From an optimization exercise on the open Yosys and OpenROAD flow, aimed at small area; shortcuts taken in it are not production practice. Function was checked by simulation only, so behaviour that the tests miss may differ from the original. Power figures rest on the tool's default switching activity, not on a simulated workload.

// edge_notify_backoff_logger
module edge_notify_backoff_logger (
	input  logic                  clk,
	input  logic                  arst_n,
	input  logic                  tick_valid,
	output logic                  tick_ready,
	input  logic [TIME_W-1:0]     tick_time_ms,
	input  logic                  tick_pin_level,
	output logic                  report_valid,
	input  logic                  report_ready,
	output logic                  report_type,
	output logic                  report_push_request,
	output logic                  report_led_state,
	output logic                  report_backoff_ended,
	output logic [CNT_W-1:0]      report_suppressed_count,
	output logic [CNT_W-1:0]      report_overrun_total,
	output logic [TIME_W-1:0]     report_log_time,
	output logic                  report_last,
	input  logic                  cfg_we,
	input  logic [CFG_IDX_W-1:0]  cfg_index,
	input  logic [CFG_DATA_W-1:0] cfg_data
);
Size in the first run: ~950 cells after synthesis, about 370 flip-flops, about 130 I/O pins.
clock: 8.0 ns
lec_check: 0
cap_margin: 5
core_margin: 2
core_utilization: 65
place_density: 0.75
slew_margin: 5
standard.sh (not shown) runs the stock make flow with config.mk's settings and CLKGATE_MAP_FILE= SYNTH_SCRIPT=/design/flow/synth_recipe.tcl, a recipe that flattens the netlist after the stock synthesis.
==> flow/flow/run.sh <==
#!/bin/bash
# Own layout flow: the standard layout (standard.sh), with two changes to how
# the layout is built:
#  - the port buffers that buffer_ports inserts use the smallest buffer, buf_1;
#  - clock tree synthesis builds the whole tree from clkbuf_8, with sink
#    clusters of up to 20 sinks within 60 um, and inserts no dummy loads.
# Everything else (synthesis, floorplan, power grid, placement, routing) is the
# standard flow. The make output goes to flow_make.log in the work folder; the
# ORFS tool logs stay under orfs/logs.
set -euo pipefail
export BUFFER_PORTS_ARGS="-buffer_cell sky130_fd_sc_hd__buf_1"
export CTS_ARGS="-sink_clustering_enable -repair_clock_nets -dont_use_dummy_load -buf_list {sky130_fd_sc_hd__clkbuf_8} -root_buf sky130_fd_sc_hd__clkbuf_8 -sink_clustering_buffer sky130_fd_sc_hd__clkbuf_8 -sink_clustering_size 20 -sink_clustering_max_diameter 60"
bash standard.sh > flow_make.log 2>&1
The first run completed with no timing, DRC or antenna violations.
Then changed:
==> flow/flow/run.sh (replaced) <==
#!/bin/bash
# Own layout flow: the standard layout (standard.sh), with two changes to how
# the layout is built:
#  - the port buffers that buffer_ports inserts use the smallest buffer, buf_1;
#  - clock tree synthesis drives sink clusters (up to 30 sinks, 80 um) with
#    clkbuf_16, builds the tree above them from clkbuf_8 and inserts no dummy
#    loads.
# Everything else (synthesis, floorplan, power grid, placement, routing) is the
# standard flow. The make output goes to flow_make.log in the work folder; the
# ORFS tool logs stay under orfs/logs.
set -euo pipefail
export BUFFER_PORTS_ARGS="-buffer_cell sky130_fd_sc_hd__buf_1"
export CTS_ARGS="-sink_clustering_enable -repair_clock_nets -dont_use_dummy_load -buf_list {sky130_fd_sc_hd__clkbuf_8} -root_buf sky130_fd_sc_hd__clkbuf_8 -sink_clustering_buffer sky130_fd_sc_hd__clkbuf_16 -sink_clustering_size 30 -sink_clustering_max_diameter 80"
bash standard.sh > flow_make.log 2>&1
Effect: The changed run ran to the end with no violations. Sequential share of layout area is lower by 0.20 points. Via count is lower slightly. Utilization is higher by 0.23 points.
Then changed:
==> flow/flow/run.sh (replaced) <==
#!/bin/bash
# Own layout flow: the standard layout (standard.sh), with two changes to how
# the layout is built:
#  - the port buffers that buffer_ports inserts use the smallest buffer, buf_1;
#  - clock tree synthesis builds the whole tree from clkbuf_8, with sink
#    clusters of up to 20 sinks within 60 um, and inserts no dummy loads.
# Everything else (synthesis, floorplan, power grid, placement, routing) is the
# standard flow. The make output goes to flow_make.log in the work folder; the
# ORFS tool logs stay under orfs/logs.
set -euo pipefail
export BUFFER_PORTS_ARGS="-buffer_cell sky130_fd_sc_hd__buf_1"
export CTS_ARGS="-sink_clustering_enable -repair_clock_nets -dont_use_dummy_load -buf_list {sky130_fd_sc_hd__clkbuf_8} -root_buf sky130_fd_sc_hd__clkbuf_8 -sink_clustering_buffer sky130_fd_sc_hd__clkbuf_8 -sink_clustering_size 22 -sink_clustering_max_diameter 50"
bash standard.sh > flow_make.log 2>&1
- CORE_UTILIZATION: 65 -> 72
- PLACE_DENSITY: 0.75 -> 0.82
Hold slack gets worse by 0.054 ns; fmax went down by 1.1%; clock power went down by 3.5%; die area went down by 9.5%; final cell count went down by 0.31%; non-clock buffer count stays the same.
Then changed:
==> flow/flow/run.sh (replaced) <==
#!/bin/bash
# Own layout flow: the standard layout (standard.sh), with two changes to how
# the layout is built:
#  - the port buffers that buffer_ports inserts use the smallest buffer, buf_1;
#  - clock tree synthesis drives sink clusters (up to 30 sinks, 80 um) with
#    clkbuf_16, builds the tree above them from clkbuf_8 and inserts no dummy
#    loads.
# Everything else (synthesis, floorplan, power grid, placement, routing) is the
# standard flow. The make output goes to flow_make.log in the work folder; the
# ORFS tool logs stay under orfs/logs.
set -euo pipefail
export BUFFER_PORTS_ARGS="-buffer_cell sky130_fd_sc_hd__buf_1"
export CTS_ARGS="-sink_clustering_enable -repair_clock_nets -dont_use_dummy_load -buf_list {sky130_fd_sc_hd__clkbuf_8} -root_buf sky130_fd_sc_hd__clkbuf_8 -sink_clustering_buffer sky130_fd_sc_hd__clkbuf_8 -sink_clustering_size 20 -sink_clustering_max_diameter 60"
bash standard.sh > flow_make.log 2>&1
- CORE_UTILIZATION: 72 -> 65
- PLACE_DENSITY: 0.82 -> 0.75
What happened:
- sequential power barely changes
- utilization is lower by 8.8 points
- critical path depth went down by 1

## run R
Another version of the RTL of edge_notify_backoff_logger (not shown whole).
For scale: ~1000 cells after synthesis, roughly 130 I/O pins, about 12000 µm² of cells after synthesis.
Settings: LEC_CHECK=0, CAP_MARGIN=5, CORE_MARGIN=2, CORE_UTILIZATION=65, PLACE_DENSITY=0.75, SLEW_MARGIN=5; clock period 8.0 ns.
==> flow/flow/run.sh <==
#!/bin/bash
# Own layout flow: the standard layout (standard.sh), with two changes to how
# the layout is built:
#  - the port buffers that buffer_ports inserts use the smallest buffer, buf_1;
#  - clock tree synthesis uses clkbuf_16 with larger sink clusters (30 sinks,
#    80 um) and
#    inserts no dummy loads.
# Everything else (synthesis, floorplan, power grid, placement, routing) is the
# standard flow. The make output goes to flow_make.log in the work folder; the
# ORFS tool logs stay under orfs/logs.
set -euo pipefail
export BUFFER_PORTS_ARGS="-buffer_cell sky130_fd_sc_hd__buf_1"
export CTS_ARGS="-sink_clustering_enable -repair_clock_nets -dont_use_dummy_load -buf_list {sky130_fd_sc_hd__clkbuf_8} -root_buf sky130_fd_sc_hd__clkbuf_8 -sink_clustering_buffer sky130_fd_sc_hd__clkbuf_16 -sink_clustering_size 30 -sink_clustering_max_diameter 80"
bash standard.sh > flow_make.log 2>&1
## Diff of input files: run Z against run R
# run R
export LEC_CHECK = 0
export CAP_MARGIN = 5
export CORE_MARGIN = 2
export CORE_UTILIZATION = 65
export PLACE_DENSITY = 0.75
export SLEW_MARGIN = 5
create_clock -name core_clock -period 8.0 [get_ports {clk}]
# run Z
export LEC_CHECK = 0
export CAP_MARGIN = 5
export CORE_MARGIN = 2
export CORE_UTILIZATION = 72
export PLACE_DENSITY = 0.82
export SLEW_MARGIN = 5
create_clock -name core_clock -period 8.0 [get_ports {clk}]
--- a/flow/flow/run.sh
+++ b/flow/flow/run.sh
@@ -13 +13 @@
-export CTS_ARGS="-sink_clustering_enable -repair_clock_nets -dont_use_dummy_load -buf_list {sky130_fd_sc_hd__clkbuf_8} -root_buf sky130_fd_sc_hd__clkbuf_8 -sink_clustering_buffer sky130_fd_sc_hd__clkbuf_16 -sink_clustering_size 30 -sink_clustering_max_diameter 80"
+export CTS_ARGS="-sink_clustering_enable -repair_clock_nets -dont_use_dummy_load -buf_list {sky130_fd_sc_hd__clkbuf_16} -sink_clustering_size 30 -sink_clustering_max_diameter 80"
Findings:
Across run R and run Z, none had a timing, DRC or antenna violation. From run R to run Z the numbers moved as follows: clock network power share level; area after synthesis level; total area of multi-input combinational cells level. The higher share of power burned in combinational logic came out of run Z. Between run Z and run R, it is run Z whose DRC violation total after the first TritonRoute iteration is higher, by 27. On all-layer global routing usage, the higher figure sits with run Z, not run R. Re number of port buffers: no difference whatsoever between run R and run Z. Run R → run Z: total power rose 0.000051 W; flop-to-flop setup slack now sits lower; global-route track usage on met2 saw an increase; via count +242.

edge_notify_backoff_logger, a different RTL version from the one above (not shown whole).
For scale: ~13000 um2 of cells after synthesis.
==> flow/config.mk <==
export PLATFORM = sky130hd
export DESIGN_NAME = edge_notify_backoff_logger
export DESIGN_NICKNAME = edge_notify_backoff_logger
export VERILOG_FILES = /design/flow/design.v
export SDC_FILE = /design/flow/constraint.sdc
export NUM_CORES = 4
export LEC_CHECK = 0
export CAP_MARGIN = 20
export CORE_MARGIN = 2
export CORE_UTILIZATION = 65
export PLACE_DENSITY = 0.75
export SLEW_MARGIN = 20
==> flow/constraint.sdc <==
create_clock -name core_clock -period 8.0 [get_ports {clk}]
set_input_delay 1.6000 -clock core_clock [delete_from_list [all_inputs] [get_ports {clk}]]
set_output_delay 1.6000 -clock core_clock [all_outputs]
set_load 0.01 [all_outputs]
==> flow/flow/run.sh <==
#!/bin/bash
# Own layout flow: the standard layout (standard.sh), with two changes to how
# the layout is built:
#  - the port buffers that buffer_ports inserts use the smallest buffer, buf_1;
#  - clock tree synthesis uses clkbuf_16 with larger sink clusters (30 sinks,
#    80 um) and
#    inserts no dummy loads.
# Everything else (synthesis, floorplan, power grid, placement, routing) is the
# standard flow. The make output goes to flow_make.log in the work folder; the
# ORFS tool logs stay under orfs/logs.
set -euo pipefail
export BUFFER_PORTS_ARGS="-buffer_cell sky130_fd_sc_hd__buf_1"
export CTS_ARGS="-sink_clustering_enable -repair_clock_nets -dont_use_dummy_load -buf_list {sky130_fd_sc_hd__clkbuf_16} -sink_clustering_size 30 -sink_clustering_max_diameter 80"
bash standard.sh > flow_make.log 2>&1
Change:
--- a/flow/flow/run.sh
+++ b/flow/flow/run.sh
@@ -13 +13 @@
-export CTS_ARGS="-sink_clustering_enable -repair_clock_nets -dont_use_dummy_load -buf_list {sky130_fd_sc_hd__clkbuf_16} -sink_clustering_size 30 -sink_clustering_max_diameter 80"
+export CTS_ARGS="-sink_clustering_enable -repair_clock_nets -dont_use_dummy_load -buf_list {sky130_fd_sc_hd__clkbuf_16} -sink_clustering_size 36 -sink_clustering_max_diameter 80"
--- a/flow/config.mk
+++ b/flow/config.mk
@@ -10,2 +10,2 @@
-export CORE_UTILIZATION = 65
-export PLACE_DENSITY = 0.75
+export CORE_UTILIZATION = 40
+export PLACE_DENSITY = 0.6
=> The new run completed with no timing, DRC or antenna violations; fmax rose by 1.7%; area after synthesis is unchanged; sequential power hardly moves; power is about the same; register-to-register slack gains 0.12 ns; final area rose by 1.4%; sequential cell count does not change; routed wire length rose by 6.4%; setup slack gains 0.12 ns.
Change:
--- a/flow/flow/run.sh
+++ b/flow/flow/run.sh
@@ -13 +13 @@
-export CTS_ARGS="-sink_clustering_enable -repair_clock_nets -dont_use_dummy_load -buf_list {sky130_fd_sc_hd__clkbuf_16} -sink_clustering_size 36 -sink_clustering_max_diameter 80"
+export CTS_ARGS="-sink_clustering_enable -repair_clock_nets -dont_use_dummy_load -buf_list {sky130_fd_sc_hd__clkbuf_16} -sink_clustering_size 30 -sink_clustering_max_diameter 80"
Outcome: Hold slack is better by 0.0072 ns; synthesized cell count is unchanged; routed wire length increases slightly; cell count is about the same; total power increases slightly; worst setup slack is about the same; final area hardly moves; non-clock buffer count does not change; die area stays the same; via count stays flat.

-- static timing again, ports no longer ideal --
The results above use ideal ports. As a check the final layouts listed here were re-extracted and re-timed, cells and wires unchanged.
Step 1: set_driving_cell puts a clkbuf_16 on clk and a buf_2 on each other input, an assumption about the parent block.
Step 2 also shifts input and output timing later by t, the mid clock arrival at the registers, as if the neighbouring blocks saw the same clock.
Slacks: ideal ports / drivers / drivers and shift; pairs: ideal ports / drivers.
run | t, ns | slack for setup (ns) | worst slew at a driven data input, ns
the first run of note 1 | 0.560 | 0.532 / 0.532 / 0.532 | 0.05
the second run of note 1 | 0.585 | 0.563 / 0.563 / 0.563 | 0.05
the third run of note 1 | 0.585 | 0.484 / 0.484 / 0.484 | 0.04
the fourth run of note 1 | 0.560 | 0.532 / 0.532 / 0.532 | 0.05
run R | 0.571 | 0.464 / 0.464 / 0.464 | 0.05
run Z | 0.530 | 0.441 / 0.441 / 0.441 | 0.06
the first run of note 3 | 0.530 | 0.574 / 0.574 / 0.574 | 0.04
the second run of note 3 | 0.534 | 0.699 / 0.699 / 0.699 | 0.04
the third run of note 3 | 0.537 | 0.701 / 0.701 / 0.701 | 0.04
After both steps every run listed still meets setup and hold.
